What follows belongs to an exercise in optimizing a design on an open flow for a short achievable clock period and few clock cycles per item; a production flow would make more cautious choices. RTL that was checked went through simulation tests only; none was proved equivalent to the original. For run 2, only the layout was checked, not whether the RTL still works. Power is estimated from default activity; no workload was simulated.

**flow/constraint.sdc**
```tcl
create_clock -name core_clock -period 9.0 [get_ports {clk_i}]
set_input_delay 1.8000 -clock core_clock [delete_from_list [all_inputs] [get_ports {clk_i}]]
set_output_delay 1.8000 -clock core_clock [all_outputs]
set_load 0.01 [all_outputs]
```
**flow/design.v**
```verilog
`timescale 1ns/1ps
`default_nettype none
package dproc_pkg;
  localparam int xlen = 32;
  localparam logic [2:0] ALU_ADD   = 3'd0;
  localparam logic [2:0] ALU_XOR   = 3'd1;
  localparam logic [2:0] ALU_OR    = 3'd2;
  localparam logic [2:0] ALU_AND   = 3'd3;
  localparam logic [2:0] ALU_SLT   = 3'd4;
  localparam logic [2:0] ALU_SLTU  = 3'd5;
  localparam logic [2:0] ALU_SHIFT = 3'd6;
  localparam logic [2:0] BR_EQ  = 3'd0;
  localparam logic [2:0] BR_NE  = 3'd1;
  localparam logic [2:0] BR_LT  = 3'd2;
  localparam logic [2:0] BR_GE  = 3'd3;
  localparam logic [2:0] BR_LTU = 3'd4;
  localparam logic [2:0] BR_GEU = 3'd5;
  localparam int rsp_w = 1 + 5 + xlen + 1 + 20;
endpackage
`default_nettype wire
`timescale 1ns/1ps
`default_nettype none
module regfile (
  input  wire logic        clk_i,
  input  wire logic        arst_n_i,
  input  wire logic [31:1] rs1_oh_i,
  input  wire logic [31:1] rs2_oh_i,
  output logic [31:0]      rs1_data_o,
  output logic [31:0]      rs2_data_o,
  input  wire logic        we_i,
  input  wire logic [4:0]  waddr_i,
  input  wire logic [31:0] wdata_i
);
  logic [31:0] regs_q [31:1];
  always_ff @(posedge clk_i or negedge arst_n_i) begin
    if (!arst_n_i) begin
      for (int i = 1; i < 32; i++) begin
        regs_q[i] <= '0;
      end
    end else if (we_i && (waddr_i != 5'd0)) begin
      regs_q[waddr_i] <= wdata_i;
    end
  end
  always_comb begin
    rs1_data_o = '0;
    rs2_data_o = '0;
    for (int i = 1; i < 32; i++) begin
      rs1_data_o = rs1_data_o | ({32{rs1_oh_i[i]}} & regs_q[i]);
      rs2_data_o = rs2_data_o | ({32{rs2_oh_i[i]}} & regs_q[i]);
    end
  end
endmodule
`default_nettype wire
`timescale 1ns/1ps
`default_nettype none
module pipe_reg #(
  parameter int width = 32,
  parameter int depth = 4
) (
  input  wire logic             clk_i,
  input  wire logic             arst_n_i,
  input  wire logic             in_valid_i,
  input  wire logic [width-1:0] in_i,
  output logic                  out_valid_o,
  input  wire logic             out_ready_i,
  output logic [width-1:0]      out_o
);
  localparam int aw = 2;   
  logic             head_valid_q;
  logic [width-1:0] head_q;
  logic [width-1:0] mem_q [depth];
  logic [aw-1:0]    rd_ptr_q;
  logic [aw-1:0]    wr_ptr_q;
  logic [aw:0]      count_q;
  logic             head_load;
  logic             from_mem;
  logic             push;
  assign head_load = ~head_valid_q | out_ready_i;
  assign from_mem  = (count_q != '0);
  assign push      = in_valid_i & ~(head_load & ~from_mem);
  always_ff @(posedge clk_i or negedge arst_n_i) begin
    if (!arst_n_i) begin
      head_valid_q <= 1'b0;
      rd_ptr_q     <= '0;
      wr_ptr_q     <= '0;
      count_q      <= '0;
    end else begin
      if (head_load) begin
        head_valid_q <= from_mem | in_valid_i;
      end
      if (head_load && from_mem) begin
        rd_ptr_q <= rd_ptr_q + 1'b1;
      end
      if (push) begin
        wr_ptr_q <= wr_ptr_q + 1'b1;
      end
      count_q <= count_q + {{aw{1'b0}}, push} - {{aw{1'b0}}, head_load & from_mem};
    end
  end
  always_ff @(posedge clk_i) begin
    if (head_load) begin
      head_q <= from_mem ? mem_q[rd_ptr_q] : in_i;
    end
  end
  always_ff @(posedge clk_i) begin
    for (int i = 0; i < depth; i++) begin
      if (in_valid_i && (wr_ptr_q == aw'(i))) begin
        mem_q[i] <= in_i;
      end
    end
  end
  assign out_valid_o = head_valid_q;
  assign out_o       = head_q;
endmodule
`default_nettype wire
`timescale 1ns/1ps
`default_nettype none
module alu (
  input  wire logic [31:0] op1_i,
  input  wire logic [31:0] op2_i,
  input  wire logic        sub_i,       
  input  wire logic        fill_i,      
  input  wire logic [4:0]  shl_amt_i,   
  input  wire logic [4:0]  shr_amt_i,   
  input  wire logic        sel_add_i,
  input  wire logic        sel_xor_i,
  input  wire logic        sel_or_i,
  input  wire logic        sel_and_i,
  input  wire logic        sel_slt_i,
  input  wire logic        sel_sltu_i,
  input  wire logic        sel_shl_i,
  input  wire logic        sel_shr_i,
  input  wire logic [5:0]  cond_i,      
  output logic [31:0]      result_o,
  output logic             taken_o
);
  logic [31:0] sum;
  logic [31:0] shl;
  logic [32:0] shr_ext;
  logic        lt, ltu, eq;
  assign sum = op1_i + (op2_i ^ {32{sub_i}}) + {31'd0, sub_i};
  assign eq  = (op1_i == op2_i);
  assign lt  = ($signed(op1_i) < $signed(op2_i));
  assign ltu = (op1_i < op2_i);
  assign shl     = op1_i << shl_amt_i;
  assign shr_ext = $signed({fill_i & op1_i[31], op1_i}) >>> shr_amt_i;
  assign result_o = ({32{sel_add_i}} & sum)
                  | ({32{sel_xor_i}} & (op1_i ^ op2_i))
                  | ({32{sel_or_i}}  & (op1_i | op2_i))
                  | ({32{sel_and_i}} & (op1_i & op2_i))
                  | {31'd0, (sel_slt_i & lt) | (sel_sltu_i & ltu)}
                  | ({32{sel_shl_i}} & shl)
                  | ({32{sel_shr_i}} & shr_ext[31:0]);
  assign taken_o = (cond_i[0] & eq)  | (cond_i[1] & ~eq) |
                   (cond_i[2] & lt)  | (cond_i[3] & ~lt) |
                   (cond_i[4] & ltu) | (cond_i[5] & ~ltu);
endmodule
`default_nettype wire
`timescale 1ns/1ps
`default_nettype none
module exec_core (
  input  wire logic                  clk_i,
  input  wire logic                  arst_n_i,
  input  wire logic                  issue_valid_i,
  output logic                       issue_ready_o,
  input  wire logic [2:0]            issue_alu_op_i,
  input  wire logic                  issue_sub_i,
  input  wire logic                  issue_shift_right_i,
  input  wire logic                  issue_shift_arith_i,
  input  wire logic [4:0]            issue_rs1_i,
  input  wire logic [4:0]            issue_rs2_i,
  input  wire logic                  issue_use_imm_i,
  input  wire logic [31:0]           issue_imm_i,
  input  wire logic [4:0]            issue_rd_i,
  input  wire logic                  issue_write_i,
  input  wire logic                  issue_branch_i,
  input  wire logic [2:0]            issue_branch_cond_i,
  input  wire logic [19:0]           issue_branch_offset_i,
  output logic                       res_valid_o,
  input  wire logic                  res_ready_i,
  output logic                       res_write_o,
  output logic [4:0]                 res_rd_o,
  output logic [31:0]                res_result_o,
  output logic                       res_branch_taken_o,
  output logic [19:0]                res_branch_offset_o
);
  localparam int qdepth = 4;
  logic       ready_q;
  logic [2:0] credit_q;
  logic [2:0] credit_d;
  logic       fire;
  logic       retire;
  assign issue_ready_o = ready_q;
  assign fire          = issue_valid_i & ready_q;
  assign retire        = res_valid_o & res_ready_i;
  assign credit_d      = credit_q + {2'd0, fire} - {2'd0, retire};
  always_ff @(posedge clk_i or negedge arst_n_i) begin
    if (!arst_n_i) begin
      credit_q <= '0;
      ready_q  <= 1'b1;
    end else begin
      credit_q <= credit_d;
      ready_q  <= (credit_d <= 3'(qdepth));
    end
  end
  logic        d_valid_q;
  logic [31:1] d_rs1_oh_q;
  logic [31:1] d_rs2_oh_q;
  logic [4:0]  d_rs1_q;
  logic [4:0]  d_rs2_q;
  logic        d_use_imm_q;
  logic [31:0] d_imm_q;
  logic [4:0]  d_rd_q;
  logic        d_write_q;
  logic        d_wen_q;
  logic        d_sub_q;
  logic        d_fill_q;
  logic [7:0]  d_sel_q;     
  logic [5:0]  d_cond_q;    
  logic [19:0] d_off_q;
  always_ff @(posedge clk_i or negedge arst_n_i) begin
    if (!arst_n_i) begin
      d_valid_q <= 1'b0;
    end else begin
      d_valid_q <= fire;
    end
  end
  always_ff @(posedge clk_i) begin
    for (int i = 1; i < 32; i++) begin
      d_rs1_oh_q[i] <= (issue_rs1_i == 5'(i));
      d_rs2_oh_q[i] <= (issue_rs2_i == 5'(i));
    end
    d_rs1_q     <= issue_rs1_i;
    d_rs2_q     <= issue_rs2_i;
    d_use_imm_q <= issue_use_imm_i;
    d_imm_q     <= issue_imm_i;
    d_rd_q      <= issue_rd_i;
    d_write_q   <= issue_write_i;
    d_wen_q     <= issue_write_i & (issue_rd_i != 5'd0);
    d_sub_q     <= issue_sub_i;
    d_fill_q    <= issue_shift_right_i & issue_shift_arith_i;
    d_sel_q[0]  <= (issue_alu_op_i == dproc_pkg::ALU_ADD);
    d_sel_q[1]  <= (issue_alu_op_i == dproc_pkg::ALU_XOR);
    d_sel_q[2]  <= (issue_alu_op_i == dproc_pkg::ALU_OR);
    d_sel_q[3]  <= (issue_alu_op_i == dproc_pkg::ALU_AND);
    d_sel_q[4]  <= (issue_alu_op_i == dproc_pkg::ALU_SLT);
    d_sel_q[5]  <= (issue_alu_op_i == dproc_pkg::ALU_SLTU);
    d_sel_q[6]  <= (issue_alu_op_i == dproc_pkg::ALU_SHIFT) & ~issue_shift_right_i;
    d_sel_q[7]  <= (issue_alu_op_i == dproc_pkg::ALU_SHIFT) & issue_shift_right_i;
    d_cond_q[0] <= issue_branch_i & (issue_branch_cond_i == dproc_pkg::BR_EQ);
    d_cond_q[1] <= issue_branch_i & (issue_branch_cond_i == dproc_pkg::BR_NE);
    d_cond_q[2] <= issue_branch_i & (issue_branch_cond_i == dproc_pkg::BR_LT);
    d_cond_q[3] <= issue_branch_i & (issue_branch_cond_i == dproc_pkg::BR_GE);
    d_cond_q[4] <= issue_branch_i & (issue_branch_cond_i == dproc_pkg::BR_LTU);
    d_cond_q[5] <= issue_branch_i & (issue_branch_cond_i == dproc_pkg::BR_GEU);
    d_off_q     <= issue_branch_offset_i;
  end
  logic        e_valid_q;
  logic        e_wen_q;
  logic [4:0]  e_rd_q;
  logic        w_valid_q;
  logic        w_wen_q;
  logic [4:0]  w_rd_q;
  logic [31:0] w_result_q;
  logic [31:0] alu_result;
  logic        alu_taken;
  logic [31:0] rf_rs1;
  logic [31:0] rf_rs2;
  logic        fwd_e1, fwd_e2, fwd_w1, fwd_w2;
  logic [31:0] opnd1_d;
  logic [31:0] opnd2_d;
  regfile u_regfile (
    .clk_i      (clk_i),
    .arst_n_i   (arst_n_i),
    .rs1_oh_i   (d_rs1_oh_q),
    .rs2_oh_i   (d_rs2_oh_q),
    .rs1_data_o (rf_rs1),
    .rs2_data_o (rf_rs2),
    .we_i       (w_wen_q),
    .waddr_i    (w_rd_q),
    .wdata_i    (w_result_q)
  );
  assign fwd_e1 = e_wen_q & (e_rd_q == d_rs1_q);
  assign fwd_e2 = e_wen_q & (e_rd_q == d_rs2_q) & ~d_use_imm_q;
  assign fwd_w1 = w_wen_q & (w_rd_q == d_rs1_q);
  assign fwd_w2 = w_wen_q & (w_rd_q == d_rs2_q);
  assign opnd1_d = fwd_e1 ? alu_result : (fwd_w1 ? w_result_q : rf_rs1);
  assign opnd2_d = fwd_e2 ? alu_result :
                   (d_use_imm_q ? d_imm_q : (fwd_w2 ? w_result_q : rf_rs2));
  logic [31:0] e_op1_q;
  logic [31:0] e_op2_q;
  logic [4:0]  e_shl_amt_q;
  logic [4:0]  e_shr_amt_q;
  logic        e_write_q;
  logic        e_sub_q;
  logic        e_fill_q;
  logic [7:0]  e_sel_q;
  logic [5:0]  e_cond_q;
  logic [19:0] e_off_q;
  always_ff @(posedge clk_i or negedge arst_n_i) begin
    if (!arst_n_i) begin
      e_valid_q <= 1'b0;
      e_wen_q   <= 1'b0;
    end else begin
      e_valid_q <= d_valid_q;
      e_wen_q   <= d_valid_q & d_wen_q;
    end
  end
  always_ff @(posedge clk_i) begin
    e_op1_q     <= opnd1_d;
    e_op2_q     <= opnd2_d;
    e_shl_amt_q <= d_sel_q[6] ? opnd2_d[4:0] : 5'd0;
    e_shr_amt_q <= d_sel_q[7] ? opnd2_d[4:0] : 5'd0;
    e_rd_q      <= d_rd_q;
    e_write_q   <= d_write_q;
    e_sub_q     <= d_sub_q;
    e_fill_q    <= d_fill_q;
    e_sel_q     <= d_sel_q;
    e_cond_q    <= d_cond_q;
    e_off_q     <= d_off_q;
  end
  alu u_alu (
    .op1_i      (e_op1_q),
    .op2_i      (e_op2_q),
    .sub_i      (e_sub_q),
    .fill_i     (e_fill_q),
    .shl_amt_i  (e_shl_amt_q),
    .shr_amt_i  (e_shr_amt_q),
    .sel_add_i  (e_sel_q[0]),
    .sel_xor_i  (e_sel_q[1]),
    .sel_or_i   (e_sel_q[2]),
    .sel_and_i  (e_sel_q[3]),
    .sel_slt_i  (e_sel_q[4]),
    .sel_sltu_i (e_sel_q[5]),
    .sel_shl_i  (e_sel_q[6]),
    .sel_shr_i  (e_sel_q[7]),
    .cond_i     (e_cond_q),
    .result_o   (alu_result),
    .taken_o    (alu_taken)
  );
  logic        w_write_q;
  logic        w_taken_q;
  logic [19:0] w_off_q;
  always_ff @(posedge clk_i or negedge arst_n_i) begin
    if (!arst_n_i) begin
      w_valid_q <= 1'b0;
      w_wen_q   <= 1'b0;
    end else begin
      w_valid_q <= e_valid_q;
      w_wen_q   <= e_wen_q;
    end
  end
  always_ff @(posedge clk_i) begin
    w_result_q <= alu_result;
    w_rd_q     <= e_rd_q;
    w_write_q  <= e_write_q;
    w_taken_q  <= alu_taken;
    w_off_q    <= e_off_q;
  end
  logic [dproc_pkg::rsp_w-1:0] q_out;
  pipe_reg #(
    .width (dproc_pkg::rsp_w),
    .depth (qdepth)
  ) u_resq (
    .clk_i       (clk_i),
    .arst_n_i    (arst_n_i),
    .in_valid_i  (w_valid_q),
    .in_i        ({w_write_q, w_rd_q, w_result_q, w_taken_q, w_off_q}),
    .out_valid_o (res_valid_o),
    .out_ready_i (res_ready_i),
    .out_o       (q_out)
  );
  assign {res_write_o, res_rd_o, res_result_o, res_branch_taken_o, res_branch_offset_o} = q_out;
endmodule
`default_nettype wire
```
**flow/config.mk**
```make
export PLATFORM = sky130hd
export DESIGN_NAME = exec_core
export DESIGN_NICKNAME = exec_core
export VERILOG_FILES = /design/flow/design.v
export SDC_FILE = /design/flow/constraint.sdc
export NUM_CORES = 4
export LEC_CHECK = 0
export ABC_CLOCK_PERIOD_IN_PS = 2000
export CAP_MARGIN = 20
export CORE_MARGIN = 2
export CORE_UTILIZATION = 40
export SETUP_SLACK_MARGIN = 5
export SLEW_MARGIN = 20
```
**flow/run.sh**
```bash
#!/bin/bash
# synth_recipe.tcl (not shown) runs the flow's synth.tcl, then flattens the netlist and writes it again
# the make line also repeats each setting of config.mk as NAME=value (left out here)
make -C /OpenROAD-flow-scripts/flow DESIGN_CONFIG=/design/flow/config.mk WORK_HOME=/design/flow/orfs CLKGATE_MAP_FILE= SYNTH_SCRIPT=/design/flow/synth_recipe.tcl finish
```
==> results of run 1 <==
[repair_timing]
| action | CTS | global route |
|---|---|---|
| hold endpoints to repair | 0 | 0 |
| gates resized for setup | 0 | 2 |
| setup buffers | 0 | 0 |
| endpoints found under the setup margin | 0 | 6 |
[metal layers]
metal	up-vias	track usage [%]	part of all wire (%)
met5	-	0.298	0.075
met4	26	22.3	8.5
met3	1622	12.8	13
met2	4796	48.2	42
met1	30600	40.4	36
li1	23700	-	-
[worst paths after layout]
kind	from	endpoint	slack [ns]	cells past startpoint
setup / recovery	w_rd_q[3]$_DFF_P_	e_shl_amt_q[2]$_SDFF_PN0_	5.27	8
hold / removal	d_sel_q[1]$_DFF_P_	e_sel_q[1]$_DFF_P_	0.32	0
setup reg to reg	w_rd_q[3]$_DFF_P_	e_shl_amt_q[2]$_SDFF_PN0_	5.27	8
hold reg to reg	d_sel_q[1]$_DFF_P_	e_sel_q[1]$_DFF_P_	0.32	0
max in group asynchronous	arst_n_i	w_valid_q$_DFF_PN0_	6.05	3
min in group asynchronous	arst_n_i	u_regfile.regs_q[8][16]$_DFFE_PN0P_	1.02	1
[critical path: cells and delay by family (launching register included)]
kind | cells | cell delay [ns]
XOR/XNOR | 1 | 0.14
AO/OA/AOI/OAI | 2 | 0.73
AND/OR/NAND/NOR | 3 | 1.11
buffers and inverters | 1 | 0.55
multiplexers | 1 | 0.35
flip-flops | 1 | 0.77
[power by group]
| group | switching, W | total [W] | leakage (nW) | internal [W] |
|---|---|---|---|---|
| clock network | 0.00308 | 0.00718 | 2.79 | 0.00410 |
| logic | 0.00183 | 0.00302 | 14.8 | 0.00119 |
| registers | 0.000535 | 0.00883 | 19.4 | 0.00829 |
[through the flow]
| step | util [%] | hold WS, ns | setup WS [ns] | cells | power, W |
|---|---|---|---|---|---|
| after floorplan | - | 0.310 | 5.13 | 6153 | 0.0105 |
| after global placement | 42.5 | 0.310 | 4.74 | 8409 | 0.0119 |
| after detailed placement | 42.5 | 0.312 | 4.78 | 8410 | 0.0119 |
| after CTS | 45.5 | 0.313 | 5.04 | 8720 | 0.0191 |
| after global routing | 45.6 | 0.323 | 5.07 | 8721 | 0.0197 |
| final | 45.6 | 0.318 | 5.27 | 8725 | 0.0190 |
[state kept, by name, summed over array words and instances, names as in the netlist, 6 cells and up]
register,cells
u_resq.head_q,59
d_off_q,20
d_rs2_oh_q,31
e_op1_q,32
w_result_q,32
w_off_q,20
d_imm_q,32
e_op2_q,32
e_cond_q,6
e_off_q,20
d_cond_q,6
u_resq.mem_q,236
e_sel_q,8
d_sel_q,8
u_regfile.regs_q,992
d_rs1_oh_q,31
[layout make-up]
| type | instances | area (µm²) |
|---|---|---|
| fill | 17100 | 102000 |
| sequential | 1627 | 40700 |
| multi-input combinational | 3839 | 32900 |
| clock buffer | 246 | 4980 |
| tap | 2495 | 3120 |
| timing repair buffer | 314 | 2810 |
| clock inverter | 64 | 694 |
| inverter | 136 | 513 |
| antenna | 4 | 10.0 |
[synth_stat cells (7+ instances only)]
cell	instances
a211oi_1	95
a21o_1	81
a21oi_1	97
a221o_1	10
a221oi_1	314
a222oi_1	123
a22o_1	301
a22oi_1	310
a31oi_1	11
and2_1	21
and3_1	30
buf_1	113
buf_2	8
clkbuf_1	419
dfrtp_1	1008
dfxtp_1	323
edfxtp_1	295
ha_1	138
inv_1	130
mux2_2	1017
mux2i_1	56
mux4_2	55
nand2_1	224
nand2b_1	22
nand3_1	68
nand3b_1	7
nand4_1	135
nor2_1	206
nor2b_1	14
nor3_1	87
nor4_1	14
o2111ai_1	9
o211ai_1	32
o21a_1	8
o21ai_0	152
o21bai_1	7
o221ai_1	11
o22ai_1	23
or3_1	9
xnor2_1	20
xor2_1	52
[logic make-up after synthesis]
kind of cell / count (synthesis) / share of synthesized area (%)
flops: 1627 / 53.5
simple gates: 864 / 5.52
fa+ha+maj: 141 / 2.35
compound gates: 1632 / 16.8
xor+xnor: 73 / 0.861
buf+inv: 687 / 3.47
mux: 1129 / 17.5
==> impl_results.md, run 1 <==
- # Max-Cap Violations: 0
- Dpl cell area: between 80000 and 90000 µm²
- CP Launch Type: flop
- Clk Latency, worst-skew pair: roughly 0.85 ns
- DR DRC count: 0
- Die extent in y: 440 µm
- Area leader, netlist: dfrtp_1
- Area Growth Syn to Fin: 13.0%
- Root Buffer: clkbuf_16
- Hold buffers post-CTS: 0
- Clock transition at the registers of the reported paths: 0.06 ns
- Total CTS buffers: approximately 170
- Drt total wl: approximately 330 mm
- Maximum vdd drop: ~0.00023 V
- Yosys warnings: 5
- CTS tree: built
- Crit path DAT: about 4.5 ns
- PortBufs: ~140
- Share of post-route cells with drive strength above 1: 26.6%
- Power per cell area: around 220 nW/µm²
- Worst setup path class: flop to flop
- Leakage: 37.0 nW
- Top FF cell, synth: dfrtp_1
- Slew of the pin with the lowest slew margin: 1.23 ns
- Post-synthesis async set-or-reset flop share: 62.0%
- CP max FO: between 40 and 50
- Worst-path cell chain: xor2_1, nor4_1, nand3_4, buf_4, a211oi_1, a21oi_1, mux2i_1, and2_1
- Pre-antenna DRT Iters: 8
- Placed wire-length estimate after detailed placement: roughly 180 mm
- Required @ worst endpoint: about 9.8 ns
- Number of synthesized flops with an enable pin: around 300
- Hold Vio Cnt, Final: 0
- GRT Total Usage: between 30% and 40%
- Unrepaired setup endpoints after global routing: no
- Largest net degree at the start of global routing: about 180
- Clk_skew: approximately 0.042 ns
- Netlist cell types: 80
- CTS H-Tree Depth: 4
- Mean Syn Cell Area: 12.3 µm²
- Mapped Cells: approximately 6200
- Worst Hold Class: flop to flop
- Commonest non-fill, non-tap cell in the layout: mux2_2
- # nets final: approximately 6300
- Core area: around 190000 µm²
- Routability congestion estimate: roughly 0.94
- Setup_tns: 0 ns
- Via density: roughly 7.0
- Max Slew Vio Count: 0
- Vias in the first global route: around 59000
- Clock buffer depth: 3
- Top post-synthesis cells by area: dfrtp_1, mux2_2, edfxtp_1, dfxtp_1, a221oi_1
- I/O pins: ~140
- Die X: 440 µm
- Crit share post-route: 41.5%
- CP max-delay cell: dfxtp_1
- Initial antenna violation count: 20
- Period minus WS final: between 3 and 4 ns
- Yosys reg bits: 1627
- Clock sinks: approximately 1600
- Detailed Route Iter0 Violations: about 10000
- Mapped Nets: approximately 6400
- Standard-cell rows: roughly 160
- Crit end category: flop
- First-pass GRT wire length: around 450 mm
- DR WL/cell: 37.6 µm
- Number of routed nets with antenna violations: 0
- Netlist Area Pre-Place: 75900 µm²
- Sequential area share after synthesis: about 53%
- Area fraction of the dominant cell type after synthesis: 33.2%
- Fin area: between 80000 and 90000 µm²
- Status: timing/DRC/antenna clean
- Starting Density: between 40 and 50%
- Max_slew headroom: about 18%
- Vias: just over 60000
- Congestion Overflow GR: 0
- # setup viols final: 0
- Die area: a little under 200000 µm²
- Most frequent cells in the layout: mux2_2, dfrtp_1, a221oi_1
- Critical Path Max Stage Delay: 0.77 ns
- Fmax: 268 MHz
Testbench counts, summed over its fixed seeds: cycles 8,032, items 8,000.
==> run 2: changes to the inputs <==
--- a/flow/design.v
+++ b/flow/design.v
@@ -67,3 +67,3 @@
 );
-  localparam int aw = 2;   
+  localparam int aw = $clog2(depth);
   logic             head_valid_q;
==> run 2 against run 1 <==
Net effect: highest routed layer unchanged; fmax stayed put; synthesized cell count is the same; synthesized area unchanged; largest cell class unchanged; largest power group unchanged; final area unchanged; power unchanged; still clean on timing, DRC and antenna.
==> impl_results.md, run 2 <==
- Status: timing/DRC/antenna clean (unchanged)
- Commonest non-fill, non-tap cell in the layout: mux2_2 (unchanged)
- First-pass GRT wire length: 455 mm (unchanged)
- Worst setup path class: flop to flop (unchanged)
- Worst R2R Start: w_rd_q[3]$_DFF_P_ (unchanged)
- Leakage: 37.0 nW (unchanged)
- Routability congestion estimate: 0.944 (unchanged)
- Worst Setup EP: e_shl_amt_q[2]$_SDFF_PN0_ (unchanged)
- Top post-synthesis cells by area: dfrtp_1, mux2_2, edfxtp_1, dfxtp_1, a221oi_1 (unchanged)
- Area Growth Syn to Fin: 13.0% (unchanged)
- Dpl ws: 4.78 ns (unchanged)
- Worst-path cell chain: xor2_1, nor4_1, nand3_4, buf_4, a211oi_1, a21oi_1, mux2i_1, and2_1 (unchanged)
- Standard-cell rows: 159 (unchanged)
- Sequential area share after synthesis: 53.5% (unchanged)
- CP Depth: 8 (unchanged)
- Clock share of power: 37.7% (about the same)
- Post-CTS Setup Inserts: 0 (unchanged)
- Fin area: 85800 µm² (unchanged)
- Int Pwr: 0.0136 W (unchanged)
- Mapped Nets: 6377 (unchanged)
- Crit end category: flop (unchanged)
- Max_slew headroom: 17.6% (unchanged)
- Clk_skew: 0.0420 ns (unchanged)
- Power per cell area: 222 nW/µm² (unchanged)
- Detailed Route Iter0 Violations: 10300 (unchanged)
- Top FF cell, synth: dfrtp_1 (unchanged)
- Required @ worst endpoint: 9.79 ns (about the same)
- Most frequent cells in the layout: mux2_2, dfrtp_1, a221oi_1 (unchanged)
- Setup ws final: 5.27 ns (unchanged)
- Netlist Area Pre-Place: 75900 µm² (unchanged)
- Fmax: 268 MHz (unchanged)
- Maximum vdd drop: 0.000226 V (unchanged)
- Mux cell area share after synthesis: 17.5% (unchanged)
- Reg with most FFs: u_regfile.regs_q (unchanged)
- Crit share post-route: 41.5% (unchanged)
- Crit-path leading delay family: simple AND/OR/NAND/NOR gates (unchanged)
- Largest net degree at the start of global routing: 181 (unchanged)
- # Max-Cap Violations: 0 (unchanged)
- Starting Density: 40.3% (unchanged)
- Clock buffer depth: 3 (unchanged)
- Max FFs per register: 992 (unchanged)
- Switch Pwr: 0.00545 W (unchanged)
- Share of post-route cells with drive strength above 1: 26.6% (unchanged)
- Crit path DAT: 4.52 ns (about the same)
- Die X: 440 µm (unchanged)
- Clock transition at the registers of the reported paths: 0.06 ns (about the same)
- Max Slew Vio Count: 0 (unchanged)
- Worst Hold Class: flop to flop (unchanged)
- Final Total Pwr: 0.0190 W (unchanged)
- CP Launch Type: flop (unchanged)
- Sequential power share: 46.4% (about the same)
- Switching Fraction: 28.6% (unchanged)
- Hold Vio Cnt, Final: 0 (unchanged)
- Area fraction of the dominant cell type after synthesis: 33.2% (unchanged)
- Pre-antenna DRT Iters: 8 (unchanged)
- Multi-input combinational cell area: 32900 µm² (unchanged)
- CP max-delay cell: dfxtp_1 (unchanged)
- Mean Syn Cell Area: 12.3 µm² (unchanged)
- Die area: 193000 µm² (unchanged)
- Setup_tns: 0 ns (unchanged)
- Most instantiated cells after synthesis: mux2_2, dfrtp_1, clkbuf_1, dfxtp_1, a221oi_1 (unchanged)
- Adder-Cell Fraction of Synth Area: 2.35% (unchanged)
- # fillers: 17100 (unchanged)
- Largest family of logic cells by synthesized area: multiplexers (unchanged)
- Vias in the first global route: 58700 (unchanged)
- Resized Gates After CTS: 0 (unchanged)
- Mapped Cells: 6153 (unchanged)
- Yosys reg bits: 1627 (unchanged)
- Clk Latency, worst-skew pair: 0.85 ns (about the same)
- Post-synthesis async set-or-reset flop share: 62.0% (unchanged)
- PortBufs: 143 (unchanged)
- Hold buffers post-CTS: 0 (unchanged)
- Initial antenna violation count: 20 (unchanged)
- Die extent in y: 440 µm (unchanged)
- Total CTS buffers: 168 (unchanged)
- CTS tree: built (unchanged)
- CP startpoint: w_rd_q[3]$_DFF_P_ (unchanged)
- Slew of the pin with the lowest slew margin: 1.23 ns (unchanged)
- Clock sinks: 1627 (unchanged)
- # setup viols final: 0 (unchanged)
- Placed wire-length estimate after detailed placement: 182 mm (unchanged)
- Dpl cell area: 80000 µm² (unchanged)
- Root Buffer: clkbuf_16 (unchanged)
- Largest regs: u_regfile.regs_q: 992 flops, u_resq.mem_q: 236 flops, u_resq.head_q: 59 flops (unchanged)
- Reg2reg end: e_shl_amt_q[2]$_SDFF_PN0_ (unchanged)
- CP bufs+invs: 1 (unchanged)
- Via density: 6.96 (unchanged)
- Drt total wl: 328 mm (unchanged)
- Unrepaired setup endpoints after global routing: no (unchanged)
- Post-Synth Simple-Gate Area: 5.52% (unchanged)
- GRT Total Usage: 33.1% (unchanged)
- Cell with the most instances after synthesis: mux2_2 (unchanged)
- Core area: 188000 µm² (unchanged)
- Period minus WS final: 3.73 ns (unchanged)
- XOR/XNOR Fraction of Synth Area: 0.861% (unchanged)
- CTS H-Tree Depth: 4 (unchanged)
- DR WL/cell: 37.6 µm (unchanged)
- Reg2Reg Depth: 8 (unchanged)
- Register area: 40700 µm² (unchanged)
- WHS: 0.318 ns (unchanged)
- # nets final: 6310 (unchanged)
- Number of routed nets with antenna violations: 0 (unchanged)
- I/O pins: 144 (unchanged)
- Yosys warnings: 5 (unchanged)
- Netlist cell types: 80 (unchanged)
- DR DRC count: 0 (unchanged)
- Critical Path Max Stage Delay: 0.77 ns (about the same)
- Synth Area in Compound Gates: 16.8% (unchanged)
- Number of synthesized flops with an enable pin: 295 (unchanged)
- Combinational share of power: 15.9% (about the same)
- CP max FO: 48 (unchanged)
- Congestion Overflow GR: 0 (unchanged)
- Vias: 60700 (unchanged)
- Setup slack, reg-to-reg: 5.27 ns (about the same)
- Area leader, netlist: dfrtp_1 (unchanged)
==> run 2: area by class of cell <==
class / instances / share of cell area, %
sequential: 1627 / 47.5
multi-input combinational: 3839 / 38.4
clock buffer: 246 / 5.81
tap: 2495 / 3.64
timing repair buffer: 314 / 3.27
clock inverter: 64 / 0.810
inverter: 136 / 0.598
antenna: 4 / 0.0117
==> run 2: worst min path at each step <==
stage	from	depth (start not counted)	slack [ns]	endpoint
finish	d_sel_q[1]$_DFF_P_	0	0.32	e_sel_q[1]$_DFF_P_
global placement	d_off_q[14]$_DFF_P_	0	0.31	e_off_q[14]$_DFF_P_
CTS	e_off_q[4]$_DFF_P_	0	0.31	w_off_q[4]$_DFF_P_
global route	d_sel_q[1]$_DFF_P_	0	0.32	e_sel_q[1]$_DFF_P_
floorplan	d_cond_q[0]$_DFF_P_	0	0.31	e_cond_q[0]$_DFF_P_
detailed placement	e_off_q[3]$_DFF_P_	0	0.31	w_off_q[3]$_DFF_P_
==> run 2: kinds of logic after synthesis <==
group           after synthesis
compound gates             1632
flops                      1627
mux                        1129
simple gates                864
buf+inv                     687
fa+ha+maj                   141
xor+xnor                     73
==> run 2: per-layer routing <==
metal / track usage (%) / routed length, µm
met3: 12.8 / 43500
met4: 22.3 / 27900
met2: 48.2 / 137000
met5: 0.298 / 247
met1: 40.4 / 119000
==> run 2: metrics by stage <==
stage | util [%] | instances
finish | 45.6 | 8725
global route | 45.6 | 8721
CTS | 45.5 | 8720
detailed placement | 42.5 | 8410
global placement | 42.5 | 8409
floorplan | - | 6153
==> run 2: power groups by stage <==
| stage | Clock, W | Combinational (W) | Sequential [W] |
|---|---|---|---|
| 6_report | 0.00718 | 0.00302 | 0.00883 |
| 5_1_grt | 0.00755 | 0.00322 | 0.00888 |
| 4_1_cts | 0.00724 | 0.00301 | 0.00881 |
| 3_5_place_dp | 0 | 0.00299 | 0.00894 |
| 3_3_place_gp | 0 | 0.00297 | 0.00892 |
| 2_1_floorplan | 0 | 0.00168 | 0.00882 |
==> run 3: changes to the inputs <==
--- a/flow/design.v
+++ b/flow/design.v
@@ -67,3 +67,3 @@
 );
-  localparam int aw = $clog2(depth);
+  localparam int aw = 2;   
   logic             head_valid_q;
==> flow/flow/run.sh (new file) <==
#!/bin/bash
# Standard layout, with timing repair aiming further below the clock period
set -e
export SETUP_SLACK_MARGIN=6.2
bash standard.sh > standard.log 2>&1
==> flow/standard.sh (new file) <==
#!/bin/bash
# synth_recipe.tcl (not shown) runs the flow's synth.tcl, then flattens the netlist and writes it again
# the make line also repeats each setting of config.mk as NAME=value (left out here)
make -C /OpenROAD-flow-scripts/flow DESIGN_CONFIG=/design/flow/config.mk WORK_HOME=/design/flow/orfs CLKGATE_MAP_FILE= SYNTH_SCRIPT=/design/flow/synth_recipe.tcl "${@:-finish}"
--- a/flow/config.mk
+++ b/flow/config.mk
@@ -11,3 +11,2 @@
 export CORE_UTILIZATION = 40
-export SETUP_SLACK_MARGIN = 5
 export SLEW_MARGIN = 20
removed: flow/run.sh
==> run 3 against run 2 <==
Net effect: combinational power rose by 6%; sequential share of layout area fell by 1.6 points; global-route usage rose by 0.49 points; synthesized area did not move; via count rose by 2.5%; non-clock buffer count rose by 151; fmax rose by 15%; final area rose by 4.0%; critical endpoint is now res_result_o[1]; highest routed layer unchanged.
==> impl_results.md, run 3 <==
- Post-synthesis async set-or-reset flop share: 62.0% (unchanged)
- Power per cell area: 217 nW/µm² (was 222 nW/µm²)
- Routability congestion estimate: 0.971 (was 0.944)
- Required @ worst endpoint: 7.20 ns (was 9.79 ns)
- Post-Route M1 WL: 118 mm (was 119 mm)
- CP bufs+invs: 1 (unchanged)
- Vias: 62200 (was 60700)
- Mapped Nets: 6377 (unchanged)
- Largest regs: u_regfile.regs_q: 992 flops, u_resq.mem_q: 236 flops, u_resq.head_q: 59 flops (unchanged)
- Starting Density: 40.3% (unchanged)
- Dpl ws: 5.10 ns (was 4.78 ns)
- Yosys warnings: 5 (unchanged)
- Cell with the most instances after synthesis: mux2_2 (unchanged)
- Max Slew Vio Count: 0 (unchanged)
- Finished Core Util: 47.4% (was 45.6%)
- Area Growth Syn to Fin: 17.5% (was 13.0%)
- Number of routed nets with antenna violations: 0 (unchanged)
- Worst Hold Class: flop to flop (unchanged)
- Top post-synthesis cells by area: dfrtp_1, mux2_2, edfxtp_1, dfxtp_1, a221oi_1 (unchanged)
- Crit path DAT: 1.45 ns (was 4.52 ns)
- Top Layer Used: met5 (unchanged)
- Root Buffer: clkbuf_16 (unchanged)
- Detailed Route Iter0 Violations: 11700 (was 10300)
- Met2 wire len: 139 mm (was 137 mm)
- Most instantiated cells after synthesis: mux2_2, dfrtp_1, clkbuf_1, dfxtp_1, a221oi_1 (unchanged)
- Unrepaired setup endpoints after global routing: yes (was no)
- CTS tree: built (unchanged)
- Initial antenna violation count: 9 (was 20)
- Die extent in y: 440 µm (unchanged)
- Clk_skew: 0.0648 ns (was 0.0420 ns)
- Congestion Overflow GR: 0 (unchanged)
- Top FF cell, synth: dfrtp_1 (unchanged)
- PortBufs: 143 (unchanged)
- Max FFs per register: 992 (unchanged)
- DR DRC count: 0 (unchanged)
- Setup ws final: 5.75 ns (was 5.27 ns)
- Worst-path cell chain: buf_2 (was xor2_1, nor4_1, nand3_4, buf_4, a211oi_1, a21oi_1, mux2i_1, and2_1)
- Crit end category: output port (was flop)
- Share of post-route cells with drive strength above 1: 33.6% (was 26.6%)
- Total CTS buffers: 167 (was 168)
- Standard-cell rows: 159 (unchanged)
- # fillers: 16800 (was 17100)
- Crit-path leading delay family: flip-flops (was simple AND/OR/NAND/NOR gates)
- CP max-delay cell: edfxtp_1 (was dfxtp_1)
- Sequential area share after synthesis: 53.5% (unchanged)
- Clock transition at the registers of the reported paths: 0.06 ns (about the same)
- Clock buffer depth: 3 (unchanged)
- DR WL/cell: 37.5 µm (was 37.6 µm)
- Die X: 440 µm (unchanged)
- Most frequent cells in the layout: mux2_2, dfrtp_1, a22oi_1 (was mux2_2, dfrtp_1, a221oi_1)
- Hold Vio Cnt, Final: 0 (unchanged)
- Max_slew headroom: 20.6% (was 17.6%)
- Fmax: 307 MHz (was 268 MHz)
- Setup_tns: 0 ns (unchanged)
- Reg with most FFs: u_regfile.regs_q (unchanged)
- Netlist cell types: 80 (unchanged)
- Maximum vdd drop: 0.000191 V (was 0.000226 V)
- Area leader, netlist: dfrtp_1 (unchanged)
- Met3 WL post-DR: 46.8 mm (was 43.5 mm)
- Die area: 193000 µm² (unchanged)
- Largest net degree at the start of global routing: 183 (was 181)
- Core area: 188000 µm² (unchanged)
- Critical Path Max Stage Delay: 0.44 ns (was 0.77 ns)
- Clock sinks: 1627 (unchanged)
- CP Launch Type: flop (unchanged)
- CP max FO: 1 (was 48)
- Netlist Area Pre-Place: 75900 µm² (unchanged)
- Drt total wl: 333 mm (was 328 mm)
- Clk Latency, worst-skew pair: 0.87 ns (was 0.85 ns)
- GRT Total Usage: 33.6% (was 33.1%)
- Number of synthesized flops with an enable pin: 295 (unchanged)
- Leakage: 38.3 nW (was 37.0 nW)
- Placed wire-length estimate after detailed placement: 179 mm (was 182 mm)
- Slew of the pin with the lowest slew margin: 1.19 ns (was 1.23 ns)
- # Max-Cap Violations: 0 (unchanged)
- I/O pins: 144 (unchanged)
- Yosys reg bits: 1627 (unchanged)
- CTS H-Tree Depth: 4 (unchanged)
- Fin cells: 8887 (was 8725)
- Area fraction of the dominant cell type after synthesis: 33.2% (unchanged)
- Period minus WS final: 3.25 ns (was 3.73 ns)
- Placed cell count: 8399 (was 8410)
- Commonest non-fill, non-tap cell in the layout: mux2_2 (unchanged)
- Worst setup path class: flop to output port (was flop to flop)
- Mapped Cells: 6153 (unchanged)
- Vias in the first global route: 60100 (was 58700)
- Mean Syn Cell Area: 12.3 µm² (unchanged)
- Final Total Pwr: 0.0194 W (was 0.0190 W)
- # setup viols final: 0 (unchanged)
- Status: timing/DRC/antenna clean (unchanged)
- First-pass GRT wire length: 462 mm (was 455 mm)
- Crit share post-route: 36.1% (was 41.5%)
- Pre-antenna DRT Iters: 10 (was 8)
- # nets final: 6462 (was 6310)
- Via density: 7.00 (was 6.96)
## run 3: cells by family after synthesis
family | after synthesis | share of synthesized area (%)
and+or+nand+nor | 864 | 5.52
muxes | 1129 | 17.5
adders and majority gates | 141 | 2.35
buffers and inverters | 687 | 3.47
AOI/OAI and AO/OA | 1632 | 16.8
xor gates and xnor gates | 73 | 0.861
DFF | 1627 | 53.5
## run 3: repair_timing
item	in CTS	in global routing
gates cloned	5	3
resized for setup	552	200
pin swaps	87	99
buffers inserted	102	55
setup endpoints to repair	766	356
hold buffers	0	0
## run 3: path summary, 6_finish.rpt
kind	end	depth (start not counted)	slack, ns	startpoint
max reg2reg	e_op2_q[31]$_DFF_P_	13	5.78	e_sub_q$_DFF_P_
max	res_result_o[1]	1	5.75	u_resq.head_q[22]$_DFFE_PP_
min in group asynchronous	u_regfile.regs_q[25][18]$_DFFE_PN0P_	1	0.91	arst_n_i
max in group asynchronous	u_regfile.regs_q[7][20]$_DFFE_PN0P_	2	6.58	arst_n_i
min reg2reg	w_write_q$_DFF_P_	0	0.31	e_write_q$_DFF_P_
min	w_write_q$_DFF_P_	0	0.31	e_write_q$_DFF_P_
## run 3: through the flow
stage / hold WS [ns] / cell area [µm²]
after global routing: 0.316 / 89200
after global placement: 0.310 / 80000
after floorplan: 0.310 / 76000
after detailed placement: 0.312 / 80000
final: 0.315 / 89200
after CTS: 0.312 / 87800
## run 3: final cells by class
cell class / instances / area (µm²) / area share (%)
tap: 2495 / 3120 / 3.50
antenna: 10 / 25.0 / 0.0281
timing repair buffer: 465 / 4170 / 4.68
multi-input combinational: 3840 / 34600 / 38.8
sequential: 1627 / 40900 / 45.8
clock buffer: 234 / 4810 / 5.39
inverter: 136 / 523 / 0.586
timing repair inverter: 1 / 7.51 / 0.00842
clock inverter: 79 / 1050 / 1.18
## run 3: power breakdown
part | internal, W | switching (W)
combinational | 0.00125 | 0.00196
sequential | 0.00829 | 0.000534
clock | 0.00419 | 0.00316
## run 3: layer usage
metal	up-vias	track usage [%]
met3	1721	13.3
li1	24100	-
met1	31100	40.9
met4	16	22.8
met5	-	0
met2	5330	48.7
Testbench counts of run 3, summed over its fixed seeds: cycles 8,032, items 8,000.
==> run 4: changes to the inputs <==
--- a/flow/design.v
+++ b/flow/design.v
@@ -56,4 +56,3 @@
 module pipe_reg #(
-  parameter int width = 32,
-  parameter int depth = 4
+  parameter int width = 32
 ) (
@@ -67,15 +66,20 @@
 );
-  localparam int aw = 2;   
   logic             head_valid_q;
   logic [width-1:0] head_q;
-  logic [width-1:0] mem_q [depth];
-  logic [aw-1:0]    rd_ptr_q;
-  logic [aw-1:0]    wr_ptr_q;
-  logic [aw:0]      count_q;
-  logic             head_load;
-  logic             from_mem;
-  logic             push;
-  assign head_load = ~head_valid_q | out_ready_i;
-  assign from_mem  = (count_q != '0);
-  assign push      = in_valid_i & ~(head_load & ~from_mem);
+  logic [width-1:0] mem_q [8];
+  logic [2:0]       rd_ptr_q;
+  logic [2:0]       wr_ptr_q;
+  logic [2:0]       count_q;      
+  logic             pop;
+  logic [2:0]       rd_ptr_d;
+  logic [2:0]       count_d;
+  logic             rest_empty;   
+  logic [width-1:0] mem_at_rd;
+  logic [width-1:0] mem_at_next;
+  assign pop        = head_valid_q & out_ready_i;
+  assign rd_ptr_d   = rd_ptr_q + {2'd0, pop};
+  assign count_d    = count_q + {2'd0, in_valid_i} - {2'd0, pop};
+  assign mem_at_rd   = mem_q[rd_ptr_q];
+  assign mem_at_next = mem_q[rd_ptr_q + 3'd1];
+  assign rest_empty = pop ? (count_q == 3'd1) : (count_q == 3'd0);
   always_ff @(posedge clk_i or negedge arst_n_i) begin
@@ -87,12 +91,6 @@
     end else begin
-      if (head_load) begin
-        head_valid_q <= from_mem | in_valid_i;
-      end
-      if (head_load && from_mem) begin
-        rd_ptr_q <= rd_ptr_q + 1'b1;
-      end
-      if (push) begin
-        wr_ptr_q <= wr_ptr_q + 1'b1;
-      end
-      count_q <= count_q + {{aw{1'b0}}, push} - {{aw{1'b0}}, head_load & from_mem};
+      head_valid_q <= (count_d != 3'd0);
+      rd_ptr_q     <= rd_ptr_d;
+      wr_ptr_q     <= wr_ptr_q + {2'd0, in_valid_i};
+      count_q      <= count_d;
     end
@@ -100,9 +98,7 @@
   always_ff @(posedge clk_i) begin
-    if (head_load) begin
-      head_q <= from_mem ? mem_q[rd_ptr_q] : in_i;
-    end
+    head_q <= rest_empty ? in_i : (pop ? mem_at_next : mem_at_rd);
   end
   always_ff @(posedge clk_i) begin
-    for (int i = 0; i < depth; i++) begin
-      if (in_valid_i && (wr_ptr_q == aw'(i))) begin
+    for (int i = 0; i < 8; i++) begin
+      if (in_valid_i && (wr_ptr_q == 3'(i))) begin
         mem_q[i] <= in_i;
@@ -120,2 +116,3 @@
   input  wire logic [31:0] op2_i,
+  input  wire logic [31:0] add2_i,      
   input  wire logic        sub_i,       
@@ -137,2 +134,3 @@
   logic [31:0] sum;
+  logic [32:0] sum_ext;
   logic [31:0] shl;
@@ -140,3 +138,4 @@
   logic        lt, ltu, eq;
-  assign sum = op1_i + (op2_i ^ {32{sub_i}}) + {31'd0, sub_i};
+  assign sum_ext = {op1_i, 1'b1} + {add2_i, sub_i};
+  assign sum     = sum_ext[32:1];
   assign eq  = (op1_i == op2_i);
@@ -199,3 +198,3 @@
       credit_q <= '0;
-      ready_q  <= 1'b1;
+      ready_q  <= 1'b0;
     end else begin
@@ -291,2 +290,3 @@
   logic [31:0] e_op2_q;
+  logic [31:0] e_add2_q;
   logic [4:0]  e_shl_amt_q;
@@ -311,2 +311,3 @@
     e_op2_q     <= opnd2_d;
+    e_add2_q    <= opnd2_d ^ {32{d_sub_q}};
     e_shl_amt_q <= d_sel_q[6] ? opnd2_d[4:0] : 5'd0;
@@ -324,2 +325,3 @@
     .op2_i      (e_op2_q),
+    .add2_i     (e_add2_q),
     .sub_i      (e_sub_q),
@@ -361,4 +363,3 @@
   pipe_reg #(
-    .width (dproc_pkg::rsp_w),
-    .depth (qdepth)
+    .width (dproc_pkg::rsp_w)
   ) u_resq (
==> flow/flow/run.sh (replaced) <==
#!/bin/bash
# Standard layout, with timing repair aiming further below the clock period
set -e
export SETUP_SLACK_MARGIN=6.6
bash standard.sh > standard.log 2>&1
==> run 4 against run 3 <==
Net effect: clock power increased by 19%; final area up 25%; largest cell class unchanged; largest power group unchanged; sequential share of layout area is 2.5 points lower; routed wire length increased by 26%; still clean on timing, DRC and antenna.
==> impl_results.md, run 4 <==
- CP Launch Type: flop (unchanged)
- Slew of the pin with the lowest slew margin: 1.22 ns (was 1.19 ns)
- Total CTS buffers: 201 (was 167)
- CP max FO: 1 (unchanged)
- Die extent in y: 477 µm (was 440 µm)
- Die area: 228000 µm² (was 193000 µm²)
- Mapped Nets: 7504 (was 6377)
- CTS H-Tree Depth: 4 (unchanged)
- Share of post-route cells with drive strength above 1: 38.8% (was 33.6%)
- Largest regs: u_regfile.regs_q: 992 flops, u_resq.mem_q: 472 flops, u_resq.head_q: 59 flops (was u_regfile.regs_q: 992 flops, u_resq.mem_q: 236 flops, u_resq.head_q: 59 flops)
- DR DRC count: 0 (unchanged)
- Most instantiated cells after synthesis: mux2_2, dfrtp_1, clkbuf_1, edfxtp_1, dfxtp_1 (was mux2_2, dfrtp_1, clkbuf_1, dfxtp_1, a221oi_1)
- PortBufs: 143 (unchanged)
- Vias: 76900 (was 62200)
- Number of routed nets with antenna violations: 0 (unchanged)
- Clk_skew: 0.0774 ns (was 0.0648 ns)
- Worst-path cell chain: buf_6 (was buf_2)
- Max FFs per register: 992 (unchanged)
- Starting Density: 40.3% (about the same)
- Leakage: 45.9 nW (was 38.3 nW)
- Top post-synthesis cells by area: dfrtp_1, edfxtp_1, mux2_2, dfxtp_1, a221oi_1 (was dfrtp_1, mux2_2, edfxtp_1, dfxtp_1, a221oi_1)
- Max Slew Vio Count: 0 (unchanged)
- Via density: 7.13 (was 7.00)
- Top FF cell, synth: dfrtp_1 (unchanged)
- Clock buffer depth: 3 (unchanged)
- Clock sinks: 1897 (was 1627)
- Power per cell area: 253 nW/µm² (was 217 nW/µm²)
- Netlist Area Pre-Place: 89500 µm² (was 75900 µm²)
- Routability congestion estimate: 0.947 (was 0.971)
- Setup_tns: 0 ns (unchanged)
- Die X: 477 µm (was 440 µm)
- Commonest non-fill, non-tap cell in the layout: mux2_2 (unchanged)
- Yosys warnings: 5 (unchanged)
- Vias in the first global route: 73100 (was 60100)
- Final Total Pwr: 0.0282 W (was 0.0194 W)
- Area Growth Syn to Fin: 24.6% (was 17.5%)
- CP max-delay cell: dfxtp_4 (was edfxtp_1)
- Period minus WS final: 3.19 ns (was 3.25 ns)
- Crit share post-route: 35.5% (was 36.1%)
- Post-synthesis async set-or-reset flop share: 53.3% (was 62.0%)
- Clk Latency, worst-skew pair: 0.88 ns (was 0.87 ns)
- Worst R2R Start: d_rs2_oh_q[19]$_DFF_P_ (was e_sub_q$_DFF_P_)
- Initial antenna violation count: 27 (was 9)
- Area leader, netlist: dfrtp_1 (unchanged)
- First-pass GRT wire length: 571 mm (was 462 mm)
- Root Buffer: clkbuf_16 (unchanged)
- Required @ worst endpoint: 7.20 ns (about the same)
- Pre-antenna DRT Iters: 12 (was 10)
- Unrepaired setup endpoints after global routing: yes (unchanged)
- Clock transition at the registers of the reported paths: 0.06 ns (about the same)
- I/O pins: 144 (unchanged)
- Netlist cell types: 93 (was 80)
- Mean Syn Cell Area: 12.3 µm² (about the same)
- Congestion Overflow GR: 0 (unchanged)
- Crit path DAT: 1.39 ns (was 1.45 ns)
- Core area: 222000 µm² (was 188000 µm²)
- # nets final: 7821 (was 6462)
- Critical Path Max Stage Delay: 0.40 ns (was 0.44 ns)
- Sequential area share after synthesis: 53.3% (was 53.5%)
- Drt total wl: 419 mm (was 333 mm)
- # Max-Cap Violations: 0 (unchanged)
- DR WL/cell: 38.8 µm (was 37.5 µm)
- Status: timing/DRC/antenna clean (unchanged)
- Reg with most FFs: u_regfile.regs_q (unchanged)
- Hold path start: d_off_q[10]$_DFF_P_ (was e_write_q$_DFF_P_)
- GRT Total Usage: 35.1% (was 33.6%)
- Mapped Cells: 7281 (was 6153)
- Worst Hold Class: flop to flop (unchanged)
- Standard-cell rows: 173 (was 159)
- Placed wire-length estimate after detailed placement: 211 mm (was 179 mm)
- Crit-path leading delay family: flip-flops (unchanged)
- CTS tree: built (unchanged)
- Largest net degree at the start of global routing: 128 (was 183)
- # setup viols final: 0 (unchanged)
- Cell with the most instances after synthesis: mux2_2 (unchanged)
- Worst setup path class: flop to output port (unchanged)
- Area fraction of the dominant cell type after synthesis: 28.3% (was 33.2%)
- Detailed Route Iter0 Violations: 13500 (was 11700)
- Most frequent cells in the layout: mux2_2, dfrtp_1, edfxtp_1 (was mux2_2, dfrtp_1, a22oi_1)
- CP bufs+invs: 1 (unchanged)
- Fmax: 313 MHz (was 307 MHz)
- Maximum vdd drop: 0.000243 V (was 0.000191 V)
- Hold Vio Cnt, Final: 0 (unchanged)
- Crit end category: output port (unchanged)
- Yosys reg bits: 1897 (was 1627)
- Number of synthesized flops with an enable pin: 472 (was 295)
- Max_slew headroom: 18.6% (was 20.6%)
- CP startpoint: u_resq.head_q[15]$_DFF_P_ (was u_resq.head_q[22]$_DFFE_PP_)
## run 4: cell count changes in the layout (fill, tap and decap cells not counted), sizes merged, moves of 91 or more
| cell | previous run | this run |
|---|---|---|
| a21oi | 97 | 213 |
| buf | 380 | 664 |
| dfxtp | 323 | 414 |
| edfxtp | 295 | 472 |
| mux2 | 1018 | 1128 |
| mux2i | 56 | 180 |
## run 4: report_power, final
group	switching (W)	internal (W)	total, W
Sequential	0.000774	0.00972	0.0105
Clock	0.00369	0.00508	0.00877
Combinational	0.00498	0.00392	0.00890
## run 4: metal layers
metal  vias up  track usage [%]  routed length, µm
li1      29100                -                  -
met1     38500             43.7             149000
met2      7086             50.0             174000
met3      2204             13.6              59500
met4        12             23.7              35200
met5         -            0.567                322
## run 4: area by class of cell
cell class                      count  area, µm²
Antenna cell                       31       77.6
Clock buffer                      292       6020
Clock inverter                     84        956
Fill cell                       18900     111000
Inverter                          135        562
Multi-Input combinational cell   4591      42800
Sequential cell                  1897      48300
Tap cell                         2975       3720
Timing Repair Buffer              768       9100
Timing Repair inverter              4       37.5
## run 4: per-stage QoR
stage | instance area (µm²) | util (%) | hold slack [ns] | std cells | worst slack (ns)
6_report | 112000 | 50.2 | 0.289 | 10800 | 5.81
2_1_floorplan | 90700 | - | 0.310 | 7281 | 5.26
5_1_grt | 111000 | 50.1 | 0.303 | 10800 | 5.78
3_3_place_gp | 94700 | 42.6 | 0.311 | 9911 | 3.95
4_1_cts | 109000 | 49.0 | 0.303 | 10600 | 5.77
3_5_place_dp | 94800 | 42.6 | 0.312 | 9912 | 3.90
## run 4: worst reg2reg max path, delay by kind of cell (launching register included)
family / cells / cell delay (ns)
AO/OA/AOI/OAI: 5 / 1.22
AND/OR/NAND/NOR: 2 / 0.69
buffers and inverters: 2 / 0.51
flip-flops: 1 / 0.32
XOR/XNOR: 1 / 0.18
## run 4: path summary, 6_finish.rpt
kind,to,slack [ns],cells past startpoint
max,res_branch_offset_o[15],5.81,1
min reg2reg,e_off_q[10]$_DFF_P_,0.29,0
min in group asynchronous,u_regfile.regs_q[29][26]$_DFFE_PN0P_,0.88,1
max reg2reg,e_add2_q[2]$_DFF_P_,5.95,10
max in group asynchronous,u_regfile.regs_q[11][8]$_DFFE_PN0P_,6.75,2
min,e_off_q[10]$_DFF_P_,0.29,0
## run 4: kinds of logic after synthesis
logic type | after synthesis | synth area share [%]
xor+xnor | 76 | 0.743
mux | 1386 | 18.2
fa+ha+maj | 140 | 1.98
buf+inv | 798 | 3.48
flops | 1897 | 53.3
simple gates | 1085 | 5.82
compound gates | 1899 | 16.4
## run 4: timing repair
item,in CTS,in global routing
resized for setup,1201,347
hold buffers,0,0
cloned,42,11
setup endpoints to repair,1872,989
buffers inserted,307,98
pin swaps,174,195
Testbench counts of run 4, summed over its fixed seeds: cycles 8,032, items 8,000.

==> afterwards: timing with drivers on the ports <==
No port has a modelled driver above. Below, the same layouts with a new extraction and two added sets of constraints. Step 1 assumes that a clkbuf_16 drives the clock port and a buf_2 every other input. Step 2, shift: input delay + t, output delay - t, t = (earliest + latest rising clock arrival at the registers) / 2. This alone moves slack from input paths to output paths. a / b / c = ideal / step 1 / step 2; a / b = the first two.
| run | shift t [ns] | setup slack, ns | hold WS [ns] |
|---|---|---|---|
| run 1 | 0.923 | 5.268 / 5.220 / 4.752 | 0.318 / 0.318 / 0.318 |
| run 2 | 0.923 | 5.268 / 5.220 / 4.752 | 0.318 / 0.318 / 0.318 |
| run 3 | 0.941 | 5.747 / 5.643 / 5.413 | 0.315 / 0.315 / 0.315 |
| run 4 | 0.928 | 5.806 / 5.717 / 5.204 | 0.289 / 0.289 / 0.289 |
After both steps setup and hold are still met in every run listed. For run 4, which loses most, drivers alone change the setup slack by -0.089 ns; drivers and shift together by -0.602 ns.
